Source: an optimization exercise on an open RTL-to-GDS flow (aim: small area and a short achievable clock period). Production flows keep margins and buffers that such runs may drop.
The RTL was checked by simulation tests, not by an equivalence proof against the original design.
Power is estimated from default activity; no workload was simulated.

<file path="flow/run.sh">
#!/bin/bash
# synth_recipe.tcl (not shown) runs the flow's synth.tcl, then flattens the netlist and writes it again
# the make line also repeats each setting of config.mk as NAME=value (left out here)
make -C /OpenROAD-flow-scripts/flow DESIGN_CONFIG=/design/flow/config.mk WORK_HOME=/design/flow/orfs CLKGATE_MAP_FILE= SYNTH_SCRIPT=/design/flow/synth_recipe.tcl finish
</file>
<file path="flow/config.mk">
export PLATFORM = sky130hd
export DESIGN_NAME = stride_prefetcher_top
export DESIGN_NICKNAME = stride_prefetcher_top
export VERILOG_FILES = /design/flow/design.v
export SDC_FILE = /design/flow/constraint.sdc
export NUM_CORES = 4
export LEC_CHECK = 0
export CAP_MARGIN = 20
export CORE_MARGIN = 2
export CORE_UTILIZATION = 30
export CTS_CLUSTER_DIAMETER = 80
export CTS_CLUSTER_SIZE = 24
export SETUP_SLACK_MARGIN = 4.3
export SLEW_MARGIN = 20
</file>
<file path="flow/constraint.sdc">
create_clock -name core_clock -period 7.2 [get_ports {clk_i}]
set_input_delay 1.4400 -clock core_clock [delete_from_list [all_inputs] [get_ports {clk_i}]]
set_output_delay 1.4400 -clock core_clock [all_outputs]
set_load 0.01 [all_outputs]
</file>
<file path="flow/design.v">
package hwpf_pkg;
    typedef enum logic [2:0] {
        INITIAL,
        STRIDE_DETECTION,
        HIT1,
        HIT2,
        HIT3
    } train_state_e;
    typedef logic [39-1:0] region_tag_t;
    typedef logic [6-1:0] line_idx_t;
    typedef logic signed [6-1:0] stride_t;
    typedef logic [45-1:0] line_addr_t;
endpackage
`timescale 1ns/1ps
module snoop_capture (
    input  logic                    clk_i,
    input  logic                    rst_ni,
    input  logic                    snoop_valid_i,
    input  logic [49-1:0] snoop_addr_i,
    output logic                    cap_valid_o,
    output hwpf_pkg::line_addr_t    cap_line_o
);
    logic accept;
    assign accept = snoop_valid_i && (snoop_addr_i[49-1 -: 39] != '0);
    always_ff @(posedge clk_i) begin
        if (!rst_ni) begin
            cap_valid_o <= 1'b0;
        end else begin
            cap_valid_o <= accept;
        end
    end
    always_ff @(posedge clk_i) begin
        cap_line_o <= snoop_addr_i[49-1:4];
    end
endmodule
`timescale 1ns/1ps
module stride_table (
    input  logic                  clk_i,
    input  logic                  rst_ni,
    input  hwpf_pkg::region_tag_t snoop_tag_i,
    input  logic                  cap_valid_i,
    input  hwpf_pkg::line_addr_t  cap_line_i,
    output logic                  emit_valid_o,
    output hwpf_pkg::line_addr_t  emit_line_o,
    output logic [9:0]            emit_blk_ones_o,
    output logic [9:0]            emit_blk_zeros_o,
    output logic                  emit_inc_o,      
    output logic                  emit_dec_o,      
    output hwpf_pkg::stride_t     emit_stride_o
);
    localparam int N = 8;
    logic [N-1:0]           valid_q;
    hwpf_pkg::region_tag_t  tag_q      [N];
    hwpf_pkg::line_idx_t    last_idx_q [N];
    hwpf_pkg::stride_t      stride_q   [N];
    hwpf_pkg::train_state_e state_q    [N];
    logic [N-1:0] raw_q;     
    logic [N-1:0] wr_q;      
    logic         same_q;    
    hwpf_pkg::region_tag_t cap_tag;
    hwpf_pkg::line_idx_t   cap_idx;
    assign cap_tag = cap_line_i[45-1 -: 39];
    assign cap_idx = cap_line_i[6-1:0];
    logic [N-1:0] older [N];
    logic [N-1:0] lru;
    logic [N-1:0] inv_first;
    logic [N-1:0] victim;
    logic [N-1:0] match;
    logic [N-1:0] sel;
    logic         hit;
    logic         alloc;
    always_comb begin
        for (int i = 0; i < N; i++) begin
            lru[i] = &older[i];
            inv_first[i] = !valid_q[i];
            for (int k = 0; k < i; k++) begin
                if (!valid_q[k]) inv_first[i] = 1'b0;
            end
            match[i] = valid_q[i] && (wr_q[i] ? same_q : raw_q[i]);
        end
        victim = (&valid_q) ? lru : inv_first;
        hit    = |match;
        sel    = hit ? match : victim;
        alloc  = cap_valid_i && !hit;
    end
    genvar gi, gj;
    generate
        for (gi = 0; gi < N; gi++) begin : g_row
            assign older[gi][gi] = 1'b1;
            for (gj = gi + 1; gj < N; gj++) begin : g_col
                logic older_q;
                always_ff @(posedge clk_i) begin
                    if (!rst_ni) begin
                        older_q <= 1'b0;
                    end else if (cap_valid_i && (sel[gi] || sel[gj])) begin
                        older_q <= sel[gj];
                    end
                end
                assign older[gi][gj] = older_q;
                assign older[gj][gi] = !older_q;
            end
        end
    endgenerate
    logic [N-1:0]           same_idx;    
    logic [N-1:0]           emit;        
    logic [N-1:0]           wen;         
    hwpf_pkg::stride_t      delta      [N];
    hwpf_pkg::line_idx_t    psum       [N];
    hwpf_pkg::line_idx_t    pcar       [N];
    hwpf_pkg::train_state_e nxt_state  [N];
    hwpf_pkg::stride_t      cur_stride;
    logic                   do_emit;
    always_comb begin
        cur_stride = '0;
        for (int i = 0; i < N; i++) begin
            delta[i]    = hwpf_pkg::stride_t'(cap_idx - last_idx_q[i]);
            same_idx[i] = (cap_idx == last_idx_q[i]);
            emit[i]     = 1'b0;
            psum[i] = last_idx_q[i] ^ stride_q[i] ^ ~cap_idx;
            pcar[i] = (last_idx_q[i] & stride_q[i]) | ((last_idx_q[i] | stride_q[i]) & ~cap_idx);
            if ((psum[i] ^ {pcar[i][6-2:0], 1'b0}) != '1) begin
                nxt_state[i] = (state_q[i] == hwpf_pkg::INITIAL) ? hwpf_pkg::STRIDE_DETECTION
                                                                 : hwpf_pkg::INITIAL;
            end else begin
                case (state_q[i])
                    hwpf_pkg::INITIAL:          nxt_state[i] = hwpf_pkg::STRIDE_DETECTION;
                    hwpf_pkg::STRIDE_DETECTION: nxt_state[i] = hwpf_pkg::HIT1;
                    hwpf_pkg::HIT1:             nxt_state[i] = hwpf_pkg::HIT2;
                    hwpf_pkg::HIT2:             nxt_state[i] = hwpf_pkg::HIT3;
                    hwpf_pkg::HIT3: begin
                        nxt_state[i] = hwpf_pkg::INITIAL;
                        emit[i]      = 1'b1;
                    end
                    default:                    nxt_state[i] = hwpf_pkg::INITIAL;
                endcase
            end
            wen[i] = cap_valid_i && (match[i] ? !same_idx[i] : (!hit && victim[i]));
            cur_stride = cur_stride | ({6{match[i]}} & stride_q[i]);
        end
        do_emit = cap_valid_i && |(match & ~same_idx & emit);
    end
    logic [6-1:0] lo_g;
    logic [6-1:0] lo_p;
    logic                   lo_carry;
    assign lo_g = cap_idx & cur_stride;
    assign lo_p = cap_idx | cur_stride;
    always_comb begin
        lo_carry = 1'b0;
        for (int j = 0; j < 6; j++) begin
            lo_carry = lo_carry | (lo_g[j] & (&(lo_p | ~({6{1'b1}} << (j + 1)))));
        end
    end
    always_ff @(posedge clk_i) begin
        for (int i = 0; i < N; i++) begin
            raw_q[i] <= (snoop_tag_i == tag_q[i]);
            wr_q[i]  <= alloc && victim[i];
        end
        same_q <= (snoop_tag_i == cap_tag);
    end
    always_ff @(posedge clk_i) begin
        if (!rst_ni) begin
            valid_q      <= '0;
            emit_valid_o <= 1'b0;
        end else begin
            emit_valid_o <= do_emit;
            for (int i = 0; i < N; i++) begin
                if (wen[i]) valid_q[i] <= !(match[i] && emit[i]);
            end
        end
    end
    always_ff @(posedge clk_i) begin
        for (int i = 0; i < N; i++) begin
            if (wen[i]) begin
                tag_q[i]      <= cap_tag;
                last_idx_q[i] <= cap_idx;
                stride_q[i]   <= match[i] ? delta[i] : '0;
                state_q[i]    <= match[i] ? nxt_state[i] : hwpf_pkg::INITIAL;
            end
        end
    end
    always_ff @(posedge clk_i) begin
        emit_line_o   <= cap_line_i;
        for (int b = 0; b < 10; b++) begin
            emit_blk_ones_o[b]  <= &(cap_tag[4*b +: 4] | ((b == 9) ? 4'b1000 : 4'b0000));
            emit_blk_zeros_o[b] <= ~|(cap_tag[4*b +: 4] & ((b == 9) ? 4'b0111 : 4'b1111));
        end
        emit_stride_o <= cur_stride;
        emit_inc_o    <= lo_carry && !cur_stride[6-1];
        emit_dec_o    <= !lo_carry && cur_stride[6-1];
    end
endmodule
`timescale 1ns/1ps
module stream_queue (
    input  logic                 clk_i,
    input  logic                 rst_ni,
    input  logic                 emit_valid_i,
    input  hwpf_pkg::line_addr_t emit_line_i,
    input  hwpf_pkg::stride_t    emit_stride_i,
    input  logic [9:0]           emit_blk_ones_i,    
    input  logic [9:0]           emit_blk_zeros_i,   
    input  logic                 emit_inc_i,
    input  logic                 emit_dec_i,
    output logic                 pf_valid_o,
    input  logic                 pf_ready_i,
    output hwpf_pkg::line_addr_t pf_base_line_o,
    output hwpf_pkg::stride_t    pf_stride_o,
    output logic                 pf_drop_o
);
    localparam int BUF_N = 16 - 1;
    typedef logic [3:0] ptr_t;
    hwpf_pkg::line_addr_t base_mem   [BUF_N];
    hwpf_pkg::stride_t    stride_mem [BUF_N];
    ptr_t       rd_q;
    ptr_t       wr_q;
    logic [4:0] count_q;     
    logic       full;
    logic       multi;       
    logic       push;
    logic       pop;
    logic       head_from_buf;
    logic       head_from_in;
    logic       buf_write;
    hwpf_pkg::line_addr_t in_base;
    logic [6-1:0] base_lo;
    hwpf_pkg::region_tag_t  base_tag;
    assign base_lo = emit_line_i[6-1:0] + emit_stride_i;
    always_comb begin
        logic ones;
        logic zeros;
        logic blk_ones;
        logic blk_zeros;
        ones      = 1'b1;
        zeros     = 1'b1;
        blk_ones  = 1'b1;
        blk_zeros = 1'b1;
        for (int k = 0; k < 39; k++) begin
            base_tag[k] = emit_line_i[6+k] ^ ((emit_inc_i && blk_ones && ones) ||
                                                         (emit_dec_i && blk_zeros && zeros));
            if (k % 4 == 3) begin
                blk_ones  = blk_ones  && emit_blk_ones_i[k/4];
                blk_zeros = blk_zeros && emit_blk_zeros_i[k/4];
                ones      = 1'b1;
                zeros     = 1'b1;
            end else begin
                ones  = ones  && emit_line_i[6+k];
                zeros = zeros && !emit_line_i[6+k];
            end
        end
    end
    assign in_base = {base_tag, base_lo};
    assign full  = count_q[4];
    assign multi = (count_q > 5'd1);
    assign pop   = pf_valid_o && pf_ready_i;
    assign push  = emit_valid_i && (!full || pf_ready_i);
    assign head_from_buf = pop && multi;
    assign head_from_in  = push && (!pf_valid_o || (pop && !multi));
    assign buf_write     = push && !head_from_in;
    function automatic ptr_t ptr_inc(input ptr_t p);
        if (p == ptr_t'(BUF_N - 1)) ptr_inc = '0;
        else                        ptr_inc = p + 1'b1;
    endfunction
    always_ff @(posedge clk_i) begin
        if (!rst_ni) begin
            rd_q       <= '0;
            wr_q       <= '0;
            count_q    <= '0;
            pf_valid_o <= 1'b0;
            pf_drop_o  <= 1'b0;
        end else begin
            pf_drop_o <= emit_valid_i && !push;
            if (buf_write) begin
                wr_q <= ptr_inc(wr_q);
            end
            if (head_from_buf) begin
                rd_q <= ptr_inc(rd_q);
            end
            case ({push, pop})
                2'b10: begin
                    count_q    <= count_q + 1'b1;
                    pf_valid_o <= 1'b1;
                end
                2'b01: begin
                    count_q    <= count_q - 1'b1;
                    pf_valid_o <= multi;
                end
                default: ;
            endcase
        end
    end
    always_ff @(posedge clk_i) begin
        if (head_from_buf) begin
            pf_base_line_o <= base_mem[rd_q];
            pf_stride_o    <= stride_mem[rd_q];
        end else if (head_from_in) begin
            pf_base_line_o <= in_base;
            pf_stride_o    <= emit_stride_i;
        end
    end
    always_ff @(posedge clk_i) begin
        for (int i = 0; i < BUF_N; i++) begin
            if (buf_write && wr_q == ptr_t'(i)) begin
                base_mem[i]   <= in_base;
                stride_mem[i] <= emit_stride_i;
            end
        end
    end
endmodule
`timescale 1ns/1ps
module stride_prefetcher_top (
    input  logic                    clk_i,
    input  logic                    rst_ni,
    input  logic                    snoop_valid_i,
    input  logic [49-1:0] snoop_addr_i,
    output logic                    pf_valid_o,
    input  logic                    pf_ready_i,
    output hwpf_pkg::line_addr_t              pf_base_line_o,
    output hwpf_pkg::stride_t                 pf_stride_o,
    output logic                    pf_drop_o
);
    logic                  cap_valid;
    hwpf_pkg::line_addr_t  cap_line;
    logic                  emit_valid;
    hwpf_pkg::line_addr_t  emit_line;
    hwpf_pkg::stride_t     emit_stride;
    logic [9:0]            emit_blk_ones;
    logic [9:0]            emit_blk_zeros;
    logic                  emit_inc;
    logic                  emit_dec;
    snoop_capture u_capture (
        .clk_i         (clk_i),
        .rst_ni        (rst_ni),
        .snoop_valid_i (snoop_valid_i),
        .snoop_addr_i  (snoop_addr_i),
        .cap_valid_o   (cap_valid),
        .cap_line_o    (cap_line)
    );
    stride_table u_table (
        .clk_i         (clk_i),
        .rst_ni        (rst_ni),
        .snoop_tag_i   (snoop_addr_i[49-1 -: 39]),
        .cap_valid_i   (cap_valid),
        .cap_line_i    (cap_line),
        .emit_valid_o  (emit_valid),
        .emit_line_o   (emit_line),
        .emit_stride_o (emit_stride),
        .emit_blk_ones_o  (emit_blk_ones),
        .emit_blk_zeros_o (emit_blk_zeros),
        .emit_inc_o    (emit_inc),
        .emit_dec_o    (emit_dec)
    );
    stream_queue u_queue (
        .clk_i          (clk_i),
        .rst_ni         (rst_ni),
        .emit_valid_i   (emit_valid),
        .emit_line_i    (emit_line),
        .emit_stride_i  (emit_stride),
        .emit_blk_ones_i  (emit_blk_ones),
        .emit_blk_zeros_i (emit_blk_zeros),
        .emit_inc_i     (emit_inc),
        .emit_dec_i     (emit_dec),
        .pf_valid_o     (pf_valid_o),
        .pf_ready_i     (pf_ready_i),
        .pf_base_line_o (pf_base_line_o),
        .pf_stride_o    (pf_stride_o),
        .pf_drop_o      (pf_drop_o)
    );
endmodule
</file>
==> run notes, run 1 <==
The flow ran to the end and the layout has no timing, DRC or antenna violations. The timing-limited maximum frequency is 0.3345 GHz. The arrival time at the worst endpoint is 3.60 ns. The detailed router finished its first iteration with 4193 violations. The first-pass detailed-route iteration total is 19. The critical path startpoint category is a register. The clock root buffer is clkbuf_16. The starting density of the core is 0.3020. Using the TritonRoute via totals, the vias-per-cell ratio works out to 5.230. Yosys printed 16 warnings.

Of the total power, the share spent switching nets is 0.2228. Once detailed placement completed, the half-perimeter wirelength came to ~95 mm. Internal power comes to roughly 11 mW. The maximum level of the CTS H-tree is 3. The number of global-route vias before repair was about 32000. Of all flip-flops after synthesis, the portion carrying an async set or reset was 0. The power per unit of standard cell area is 219.5 nW/um^2.

Hold is met by 0.4423 ns. The standby leakage power came out at 21.53 nW. After the last flow step, the layout net total stands at roughly 4000. The number of distinct library cell variants in the gate-level netlist after synthesis is 75. TritonCTS built the clock tree. The worst setup path is captured at a register.

When the netlist entered floorplanning its net count stood at between 3000 and 4000. The number of synthesized flops with an enable pin came out at 1248. The final critical-path required period is between 2 and 3 ns.

The congestion estimate from routability-driven global placement came to 0.8478. The worst hold path was traced through 0 stages. The cell count of the worst reg-to-reg path came out at 10. The number of routed nets with antenna violations is 0. The hold-fix buffer count after cts is 0.

The cell area after placement came out at 61710 sq um. The worst endpoint required time came out at 7.81 ns. The sequential group share of total power came out at 0.628. The max-capacitance violation count came out at 0. The combinational power share came out at 0.043.

Setup repair after global routing could not meet its margin everywhere. The floorplan step set the die height to 438.8 microns. In this run the cell area of the synthesized design comes to roughly 57000 sq um. Of the available clock period, the critical path in the final layout requires 0.4152. The setup TNS is 0 ns. The number of buffers on the longest clock path is 3. The post-route cell area is roughly 66000 sq um. The setup slack after placement is 2.599 ns. The clock insertion delay at the later pin of the skew report is 0.73 ns. The die covers about 190000 sq um. The post-synthesis cell count came out at about 3600.

The setup slack after layout is 4.211 ns. Counting the buffers created by CTS gives 75. The number of DRC violations after detailed routing came out at 0. For the final database, setup skew stands at roughly 0.034 ns.

In this run the worst path has a maximum fanout of 5. The global-route usage over all layers came out at 0.1703. The global-route wire length before repair came out at 237.8 mm. The wire length after detailed routing is 169.4 mm.

The average footprint of a synthesized cell is about 16 sq um. Dividing the detail-routed wire length by the instance count gives 26.33 microns. For the pin with the worst max-slew slack, the measured transition is 1.081 ns. The final core area utilization came out at 0.3516. The remaining max-slew budget at the tightest pin came out at 0.2757.

The horizontal die dimension is 438.8 microns. The number of hold violations in the final report came out at 0. In the final layout, the share of cells above drive strength 1 is 0.1371.

The register bit total from synthesis came out at 1434. The total of buffers placed on input and output ports came out at 101. The switching component of the power is ~3.2 mW. The setup path with the least slack is of type reg2reg. The type of the most critical hold path is reg2reg.

Entering global routing, the biggest net connects 64 pins. Of the total power, the clock network draws 0.329. The area growth from synthesis to layout is 16.41%. The core region area came out at around 190000 sq um. The number of top-level pins came out at 106. The number of max-slew violations in the final report was 0. The final global-route overflow total came out at 0. Setup violations remaining at the end of the flow were counted as 0.

The initial antenna violation count came out at 13. The worst-case IR drop observed on VDD is 0.1744 mV. The number of sinks handled by clock tree synthesis is 1434. In the synthesized netlist the dominant register cell turns out to be edfxtp_1. Detailed routing inserted a total of 33660 vias. The sequential share of the synthesized area is 0.7264. The total number of placement rows is 159.

The register clock-pin slew on the reported worst setup and hold paths is 0.10 ns.
power groups by stage:
stage | clock [mW] | combinational (mW) | sequential [mW]
global route | 5.12 | 0.658 | 9.12
floorplan | 0 | 0.311 | 9.28
finish | 4.77 | 0.617 | 9.11
detailed placement | 0 | 0.571 | 9.30
global placement | 0 | 0.562 | 9.30
CTS | 4.85 | 0.598 | 9.11
per-stage QoR:
| step | power, mW | std cells |
|---|---|---|
| after global placement | 9.858 | 6207 |
| after CTS | 14.55 | 6401 |
| after detailed placement | 9.869 | 6208 |
| after global routing | 14.89 | 6433 |
| after floorplan | 9.594 | 3635 |
| final | 14.49 | 6435 |
critical path: stages, from the launching register on:
cell and delay, ns:
dfxtp_4 0.36, buf_12 0.10, clkinvlp_4 0.09, buf_12 0.16
fa_1 0.55, xor2_1 0.19, nand3_1 0.10, or4_1 0.63
nor3_4 0.24, nor2_2 0.10, a311oi_4 0.37
cells by family after synthesis:
family,count (synthesis),synth area share
AOI/OAI and AO/OA,617,0.08127
adders and majority gates,101,0.02870
DFF,1434,0.7264
buffers and inverters,246,0.01685
and+or+nand+nor,726,0.06618
muxes,17,0.003794
xor gates and xnor gates,494,0.07681
registers in the layout, indices dropped and copies added (netlist names), 4 cells and up:
register                     count
u_queue.base_mem               675
u_table.tag_q                  312
u_queue.stride_mem              90
u_table.last_idx_q              48
u_table.stride_q                48
u_capture.cap_line_o            45
u_queue.pf_base_line_o          45
u_table.emit_line_o             45
u_table.g_row.g_col.older_q     28
u_table.state_q                 24
u_table.emit_blk_ones_o          9
u_table.emit_blk_zeros_o         9
u_table.raw_q                    8
u_table.valid_q                  8
u_table.wr_q                     8
u_queue.pf_stride_o              6
u_table.emit_stride_o            6
u_queue.count_q                  5
u_queue.rd_q                     4
u_queue.wr_q                     4
synth_stat cells (16+ instances only):
cell | instances | area share
clkbuf_1 | 133 | 0.0088
nor4_1 | 112 | 0.012
nand2_1 | 176 | 0.012
o21ai_0 | 65 | 0.0057
nor3_1 | 34 | 0.0030
a221oi_1 | 51 | 0.0079
a21oi_1 | 74 | 0.0065
nand4_1 | 60 | 0.0066
ha_1 | 49 | 0.011
xnor2_1 | 147 | 0.023
nand3_1 | 119 | 0.011
xor2_1 | 343 | 0.053
nor2_1 | 110 | 0.0073
dfxtp_1 | 186 | 0.066
nand2b_1 | 16 | 0.0018
fa_1 | 49 | 0.017
inv_1 | 85 | 0.0056
a22o_1 | 55 | 0.0085
a21o_1 | 26 | 0.0034
a22oi_1 | 219 | 0.029
edfxtp_1 | 1248 | 0.66
a222oi_1 | 49 | 0.0086
final cells by class:
cell class,count,area (sq um)
clock inverters,22,294.0
diodes,8,20.02
flip-flops and latches,1434,41230
multi-input cells,1959,15500
well taps,2495,3122
inverters,86,341.6
fillers,17750,121800
clock buffers,94,1948
repair buffers,337,3568
per-layer routing:
layer  vias up  GRT usage  part of all wire
met3       210    0.02884             0.081
li1      14490          -                 -
met5         -          0                 0
met1     17440     0.2334              0.41
met2      1519     0.2769              0.48
met4         0    0.04950             0.029
timing repair:
| item | in CTS | in global routing |
|---|---|---|
| resized for setup | 314 | 51 |
| endpoints found under the setup margin | 1482 | 698 |
| pin swaps | 21 | 23 |
| setup buffers | 64 | 23 |
| gates cloned | 13 | 3 |
worst paths after layout:
path / from / to / slack [ns]
worst max register to register: u_capture.cap_line_o[4] / u_table.emit_valid_o / 4.21
worst max-delay path: u_capture.cap_line_o[4] / u_table.emit_valid_o / 4.21
worst min-delay path: u_capture.cap_line_o[42] / u_table.tag_q[6][36] / 0.44
worst min register to register: u_capture.cap_line_o[42] / u_table.tag_q[6][36] / 0.44
cells in the final DEF (no fill, tap or decap), types with 37 or more instances in the layout:
cell / netlist / routed
clkbuf_16: 0 / 78
o21ai_0: 65 / 64
xor2_1: 343 / 333
a21oi_1: 74 / 68
nand2_1: 176 / 171
buf_4: 1 / 164
ha_1: 49 / 49
a222oi_1: 49 / 49
edfxtp_1: 1248 / 1248
dlygate4sd2_1: 0 / 37
inv_1: 85 / 79
a22o_1: 55 / 55
nand3_1: 119 / 117
nor4_1: 112 / 98
a221oi_1: 51 / 51
nand4_1: 60 / 60
fa_1: 49 / 48
dfxtp_1: 186 / 167
nor2_1: 110 / 93
a22oi_1: 219 / 217
xnor2_1: 147 / 142
==> inputs of run 2 (changes only) <==
--- a/flow/config.mk
+++ b/flow/config.mk
@@ -9,3 +9,3 @@
 export CORE_MARGIN = 2
-export CORE_UTILIZATION = 30
+export CORE_UTILIZATION = 35
 export CTS_CLUSTER_DIAMETER = 80
==> run notes, run 2 <==
The fraction of layout instances using a drive strength above 1 came out at 0.1287 (-0.008378). The top cell type by total area after synthesis is edfxtp_1. The number of global-route vias before repair came to 32260 (-0.32%). The yosys synthesis warning count came out at 16 (unchanged).

The portion of synthesized cell area occupied by the leading cell type came to 0.6607 (unchanged). The starting density of the core came to 0.3528 (+0.05082). The clock skew after layout came out at 0.04466 ns (+0.01030 ns). The core region area came out at 160800 sq um (-14%).

The horizontal die dimension came out at 406.6 microns (-7.4%). The die outline height is 406.6 microns (-7.4%). The arrival time at the worst endpoint was 1.49 ns (-2.11 ns).

The register bit total from synthesis came out at 1434 (unchanged). The biggest fanout along the worst timing path came out at 1 (-4). In the layout the commonest cells are edfxtp_1 (1248), xor2_1 (337), a22oi_1 (216). The number of buffers inserted during clock tree synthesis came to 73 (-2.7%).

The post-route cell area is 65160 sq um (-1.3%). The timing-limited maximum frequency is 0.3415 GHz (+2.1%). The net count of the mapped netlist came out at 3786 (unchanged).

The cell area after placement is 61390 sq um (-0.52%). The standby leakage power came out at 21.40 nW (-0.59%). The met3 track demand over resource in global routing came out at 0.03101 (+0.002173).

The worst supply voltage drop on vdd is 0.1717 mV (-1.6%). The final period utilization came out at 0.4067 (-0.008494). The average vias per placed instance is 5.499 (+5.1%). The post-synthesis cell count came to 3635 (unchanged). The pin slew with the least headroom to its limit is 1.094 ns (+0.01239 ns). The clock insertion delay at the later pin of the skew report came out at 0.74 ns (about the same). The largest registers in the layout are u_queue.base_mem: 675 flops, u_table.tag_q: 312 flops, u_queue.stride_mem: 90 flops. The pin count of the biggest net entering global routing is 55 (-14%). The cell with the most instances after synthesis is edfxtp_1. The maximum level of the CTS H-tree is 3 (unchanged). The met2 track demand over resource came out at 0.3169 (+0.03998). The global-route usage over all layers is 0.1946 (+0.02425). The number of max-slew violations in the final report came out at 0 (unchanged). The net count reported at finish was 4021 (-0.57%). The first-iteration detailed-routing DRC count came out at 4261 (+1.6%). The register clock-pin slew on the reported worst setup and hold paths was 0.09 ns (about the same). The first-pass detailed-route iteration total is 6 (-13). Relative to the synthesized area, the layout overhead comes to 14.89%. The average footprint of a synthesized cell is 15.60 sq um (unchanged). The count of endpoints failing setup in the final report is 0 (unchanged). The number of synthesized flops with an enable pin is 1248 (unchanged). Traced cell by cell, the critical path runs through buf_2. The largest individual stage delay along the critical path comes from the cell edfxtp_1.

The number of routed nets with antenna violations is 0 (unchanged). The worst endpoint required time came out at 5.76 ns (-2.05 ns). The post-synth design cell area came out at 56720 sq um (unchanged). The leading register cell type out of synthesis is edfxtp_1. The share of flip-flops with an asynchronous set or reset was 0 (unchanged). The global routing stage identified its most utilized layer as met2. The routed via count came out at 33430 (-0.67%). The wire length after detailed routing is 164.3 mm (-3.0%).

In the post-synthesis netlist, the biggest area contributors are edfxtp_1 (66%), dfxtp_1 (6.6%), xor2_1 (5.3%). The overall die area came to 165300 sq um (-14%). The critical path is of the reg2out type. The buffering stage count on the worst path with inverters included was 1 (-2). CTS placed an instance of clkbuf_16 at the clock tree root. The sequential share of the synthesized area was 0.7264 (unchanged). The leading cell type in the layout, fill and taps excluded is edfxtp_1. The met1 demand-to-capacity share in global routing is 0.2749 (+0.04148). The number of hold violations in the final report came out at 0 (unchanged). The placed wire-length estimate is 91.60 mm (-3.6%). The flip-flop count of the largest register after layout is 675 (unchanged). The final global-route overflow total was 0 (unchanged). The number of distinct library cell variants in the gate-level netlist after synthesis was 75 (unchanged).

The worst setup path is launched from a register. The worst setup path is captured at an output pin. The global-route wire length before repair is 231.8 mm (-2.5%).

The power per unit of standard cell area came out at 222.0 nW/um^2 (+1.1%). The max-capacitance violation count came out at 0 (unchanged). TritonCTS built the clock tree.

The number of DRC violations after detailed routing is 0 (unchanged). The number of top-level pins came out at 106 (unchanged). Setup repair after global routing could not meet its margin everywhere. The final critical-path required period came out at 2.928 ns (-0.06116 ns). The total power came out at 14.46 mW (-0.21%). The number of sinks handled by clock tree synthesis came out at 1434 (unchanged). The detail-routed net length per standard cell was 27.03 microns (+2.7%).

The area of all sequential standard cells came out at 41230 sq um (about the same). The total number of placement rows came out at 147 (-7.5%). The remaining max-slew budget at the tightest pin is 0.2674 (-0.008299). The total of buffers placed on input and output ports is 101 (unchanged). The type of the most critical hold path is reg2reg. The number of fill cells was 14670 (-17%). The setup TNS is 0 ns (unchanged).

On the critical path the largest part of the delay comes from flip-flops. The number of buffers on the longest clock path came to 3 (unchanged). More flip-flops sit in one register than any other, and that register is u_queue.base_mem. The critical path's largest stage delay is 0.56 ns (-0.07 ns). The initial antenna violation count is 12 (-1).

Ranked by instance count, the synthesized netlist is headed by edfxtp_1 (1248), xor2_1 (343), a22oi_1 (219). The area occupied by multi-input gates came to 15440 sq um (-0.37%). The run finished with no timing, DRC or antenna violations. The global placement routability congestion came out at 0.8248 (-2.7%).
## run 2: layer usage
| layer | routed length, microns | vias to the layer above | part of all wire |
|---|---|---|---|
| met2 | 78260 | 1381 | 0.48 |
| li1 | - | 14460 | - |
| met4 | 3382 | 0 | 0.021 |
| met1 | 69520 | 17390 | 0.42 |
| met5 | 0 | - | 0 |
| met3 | 13180 | 199 | 0.080 |
## run 2: where the power goes
group	switching, mW	internal (mW)	leakage [nW]
sequential	0.0505	9.04	13.0
combinational	0.422	0.223	7.30
clock	2.74	1.98	1.07
## run 2: worst paths after layout
path                                      from                                 to  slack, ns  depth (start not counted)
max reg2reg            u_capture.cap_line_o[3]              u_table.state_q[2][0]       4.29                          9
min reg2reg  u_table.g_row[1].g_col[2].older_q  u_table.g_row[1].g_col[2].older_q       0.47                          2
max                     u_queue.pf_stride_o[1]                     pf_stride_o[1]       4.27                          1
min          u_table.g_row[1].g_col[2].older_q  u_table.g_row[1].g_col[2].older_q       0.47                          2
## run 2: cell type report
class	count	share of cell area
sequential	1434	0.6327
multi-input combinational	1957	0.2370
timing repair buffer	318	0.04965
tap	2160	0.04147
clock buffer	102	0.03003
inverter	86	0.005184
clock inverter	19	0.003821
antenna	4	0.0001536
## run 2: cells by family after synthesis
group	synth area share
flops	0.7264
fa+ha+maj	0.02870
buf+inv	0.01685
compound gates	0.08127
simple gates	0.06618
mux	0.003794
xor+xnor	0.07681
## run 2: repair_timing
action	CTS	global route
pin swaps	20	19
setup endpoints to repair	1405	462
gates cloned	5	3
gates resized for setup	262	58
setup buffers	53	13
hold buffers	0	0
## run 2: stage by stage
step           std cells    util  hold WS, ns  worst slack (ns)
2_1_floorplan       3635       -       0.4230             2.959
3_3_place_gp        5881  0.3817       0.4578             2.695
3_5_place_dp        5881  0.3819       0.4638             2.683
4_1_cts             6060  0.4026       0.4768             4.225
5_1_grt             6076  0.4053       0.5017             4.186
6_report            6080  0.4054       0.4748             4.272
==> inputs of run 3 (changes only) <==
--- a/flow/config.mk
+++ b/flow/config.mk
@@ -9,5 +9,5 @@
 export CORE_MARGIN = 2
-export CORE_UTILIZATION = 35
-export CTS_CLUSTER_DIAMETER = 80
-export CTS_CLUSTER_SIZE = 24
+export CORE_UTILIZATION = 40
+export CTS_CLUSTER_DIAMETER = 100
+export CTS_CLUSTER_SIZE = 30
 export SETUP_SLACK_MARGIN = 4.3
==> run notes, run 3 <==
The net count reported at finish is 4013 (-0.20%). The number of fill cells came out at 12340 (-16%). The signal on the critical path passes through buf_12, clkinvlp_4, buf_12, fa_1, xnor2_1, nand3_1, or4_4, or3_4, nand2_2, nor2_4, a311oi_4. The reg-to-reg critical path startpoint is u_capture.cap_line_o[1]. The area of all sequential standard cells came to 41230 sq um (about the same). The global-route wire length before repair came out at 231.0 mm (-0.33%).

The count of endpoints failing setup in the final report is 0 (unchanged). Leaving out fill and tap cells, the most frequent cells in the layout are edfxtp_1 (1248), xor2_1 (333), a22oi_1 (217). Clock tree synthesis selected as its root buffer the cell clkbuf_16. The share of flip-flops with an asynchronous set or reset is 0 (unchanged). TritonCTS built the clock tree. The hold-critical path depth is 2 (unchanged). The cell count of the worst reg-to-reg path is 11 (+2). The net count of the mapped netlist is 3786 (unchanged). The area growth from synthesis to layout is 13.65%. The total of buffers placed on input and output ports came out at 101 (unchanged).

The horizontal die dimension is 380.6 microns (-6.4%). The number of max-slew violations in the final report was 0 (unchanged). The global placement routability congestion was 0.8452 (+2.5%). The cell repeated most along the worst path is buf_12.

The post-synthesis cell count is 3635 (unchanged). The critical setup path kind is reg2reg. The initial antenna violation count is 8 (-4). The global-route usage over all layers is 0.2188 (+0.02423). The overall die area came out at 144800 sq um (-12%). The first-iteration detailed-routing DRC count is 4485 (+5.3%). The number of buffers inserted during clock tree synthesis is 57 (-22%). In this run the critical register-to-register path is captured at u_table.emit_valid_o. The buffering stage count on the worst path with inverters included is 3 (+2). The number of DRC violations after detailed routing is 0 (unchanged). The number of routed nets with antenna violations came out at 0 (unchanged).

The routed via count came out at 33440 (+0.015%). The maximum level of the CTS H-tree is 2 (-1). The placed wire-length estimate came out at 91.65 mm (about the same).

The arrival time at the worst endpoint was 3.71 ns (+2.22 ns). The number of synthesized flops with an enable pin is 1248 (unchanged). The pin slew with the least headroom to its limit is 1.083 ns (-0.01068 ns). The type of the most critical hold path is reg2reg. Counting instances in the post-synthesis netlist gives the leading cell types as edfxtp_1 (1248), xor2_1 (343), a22oi_1 (219).

The cell type of the slowest stage on the worst timing path is or4_4. The post-synth design cell area came out at 56720 sq um (unchanged). The number of sinks handled by clock tree synthesis is 1434 (unchanged). The library cell used most frequently in the layout, excluding fill and tap cells, is edfxtp_1.

The die outline height came out at 380.6 microns (-6.4%). The final global-route overflow total is 0 (unchanged). In the final layout, the registers with the most flip-flops are u_queue.base_mem: 675 flops, u_table.tag_q: 312 flops, u_queue.stride_mem: 90 flops.

The register clock-pin slew on the reported worst setup and hold paths was 0.12 ns (+0.03 ns). The number of top-level pins is 106 (unchanged). The number of buffers on the longest clock path is 3 (unchanged). The wire length after detailed routing came out at 164.2 mm (about the same). The run finished with no timing, DRC or antenna violations. The flip-flop count of the largest register after layout was 675 (unchanged). The leading register cell type out of synthesis is edfxtp_1. The fraction of layout instances using a drive strength above 1 came out at 0.1279 (-0.0008255).

The critical path startpoint category is a register. The startpoint identified for the worst hold timing path is u_table.g_row[4].g_col[6].older_q. Yosys attributes the largest share of cell area to edfxtp_1 (66%), dfxtp_1 (6.6%), xor2_1 (5.3%). The yosys synthesis warning count came to 16 (unchanged).

The timing-limited maximum frequency came out at 0.3229 GHz (-5.4%). The pin count of the biggest net entering global routing came out at 56 (+1.8%). The final core area utilization is 0.4569 (+0.05159). The worst endpoint required time came out at 7.81 ns (+2.05 ns). The register with the most flip-flops in the final layout is u_queue.base_mem. The register bit total from synthesis is 1434 (unchanged). The average footprint of a synthesized cell was 15.60 sq um (unchanged). The slack of the worst reg-to-reg path is 4.10 ns (-0.19 ns). The kind of cell with the highest combined delay along the critical path is simple AND/OR/NAND/NOR gates. The sequential share of the synthesized area is 0.7264 (unchanged). The detail-routed net length per standard cell came out at 28.31 microns (+4.7%). The final period utilization came out at 0.4301 (+0.02342). The number of hold violations in the final report came out at 0 (unchanged). The cell with the most instances after synthesis is edfxtp_1. The max-capacitance violation count came out at 0 (unchanged).

The setup TNS came out at 0 ns (unchanged). The first-pass detailed-route iteration total is 6 (unchanged). The portion of synthesized cell area occupied by the leading cell type came out at 0.6607 (unchanged). The power per unit of standard cell area came to 215.9 nW/um^2 (-2.7%). The area occupied by multi-input gates is 15460 sq um (about the same). The clock insertion delay at the later pin of the skew report came out at 0.75 ns (about the same). The standby leakage power is 21.20 nW (-0.94%). The number of distinct library cell variants in the gate-level netlist after synthesis came out at 75 (unchanged). The core region area came out at 141100 sq um (-12%). The top cell type by total area after synthesis is edfxtp_1. The critical path's largest stage delay is 0.55 ns (about the same).

The count of antenna diodes in the layout came out at 0 (-4). The number of global-route vias before repair is 31930 (-1.0%). Setup repair after global routing could not meet its margin everywhere. The average vias per placed instance came out at 5.765 (+4.8%).

The starting density of the core is 0.4021 (+0.04923). STA classifies the critical path endpoint as a register. The total number of placement rows was 138 (-6.1%). The clock skew after layout came to 0.03588 ns (-0.008781 ns).

The path with the worst hold slack has its endpoint at u_table.g_row[4].g_col[6].older_q. The final critical-path required period came out at 3.097 ns (+0.1686 ns). The remaining max-slew budget at the tightest pin came out at 0.2780 (+0.01061). The worst supply voltage drop on vdd came to 0.1992 mV (+16%).

The critical path starts at u_capture.cap_line_o[1]. The biggest fanout along the worst timing path was 6 (+5).
==> run 3: cell counts after synthesis <==
Identical to the previous run, type by type.
==> run 3: metal layers <==
metal  vias up  global-route usage  part of all wire
li1      14420                   -                 -
met1     17380              0.3107              0.42
met2      1465              0.3636              0.48
met3       178             0.02300             0.079
met4         2             0.04828             0.023
met5         -                   0          0.000079
==> run 3: tightest hold or removal path, cell delays in order, from the launching register on <==
cell and delay [ns]:
dfxtp_1 0.34, nand2_1 0.06, a21oi_1 0.05
==> run 3: logic make-up after synthesis <==
family | count (synthesis) | synth area share
adder cells (fa/ha/maj) | 101 | 0.02870
buffers and inverters | 246 | 0.01685
XOR/XNOR | 494 | 0.07681
AND/OR/NAND/NOR | 726 | 0.06618
AO/OA/AOI/OAI | 617 | 0.08127
multiplexers | 17 | 0.003794
flip-flops | 1434 | 0.7264
==> run 3: power breakdown <==
| part | internal, mW | total (mW) | switching [mW] |
|---|---|---|---|
| Combinational | 0.213 | 0.619 | 0.406 |
| Clock | 1.58 | 4.20 | 2.61 |
| Sequential | 9.05 | 9.10 | 0.0556 |
| Total | 10.8 | 13.9 | 3.08 |
==> run 3: worst max path at each step <==
stage                              endpoint  depth (start not counted)  slack, ns
CTS                    u_table.emit_valid_o                         11       4.06
global route           u_table.emit_valid_o                         11       4.05
floorplan            u_queue.base_mem[2][0]                          5       2.96
global placement     u_queue.base_mem[4][4]                          7       2.47
finish                 u_table.emit_valid_o                         11       4.10
detailed placement  u_queue.base_mem[9][28]                          8       2.60
==> run 3: through the flow <==
stage          setup WS [ns]  hold slack [ns]  cell area (sq um)  instances  power [mW]
2_1_floorplan          2.959           0.4230              56950       3635       9.594
3_3_place_gp           2.466           0.4585              60960       5605       9.860
3_5_place_dp           2.602           0.4672              60980       5606       9.869
4_1_cts                4.060           0.4807              63790       5756       13.96
5_1_grt                4.054           0.5050              64460       5800       14.30
6_report               4.103           0.4835              64460       5800       13.92
==> run 3: area by class of cell <==
cell class,instances,share of cell area
timing repair buffer,324,0.05072
inverter,86,0.005299
clock inverter,13,0.003436
sequential,1434,0.6396
multi-input combinational,1959,0.2398
tap,1890,0.03669
clock buffer,94,0.02444
==> run 3: repair_timing <==
item,4_1_cts,5_1_grt
gates cloned,9,5
setup endpoints to repair,1477,553
buffers inserted,34,39
hold buffers,0,0
pin swaps,16,24
resized for setup,273,73

[separate check: timing with driven ports]
The results above use ideal ports. As a check the final layouts listed here were re-extracted and re-timed, cells and wires unchanged.
Step 1: set_driving_cell puts a clkbuf_16 on clk_i and a buf_2 on each other input, an assumption about the parent block.
Step 2, shift: input delay + t, output delay - t, t = (earliest + latest rising clock arrival at the registers) / 2. This alone moves slack from input paths to output paths.
a / b / c = ideal / step 1 / step 2; a / b = the first two.
run	t, ns	setup WS [ns]	worst setup path at the end	clock arrival spread, ns
run 1	0.798	4.211 / 4.211 / 3.478	input to register	0.041 / 0.041
run 2	0.788	4.272 / 4.198 / 3.503	input to register	0.050 / 0.050
run 3	0.806	4.103 / 4.103 / 3.517	input to register	0.042 / 0.042
After both steps setup and hold are still met in every run listed. For run 2, which loses most, drivers alone change the setup slack by -0.074 ns; drivers and shift together by -0.769 ns.
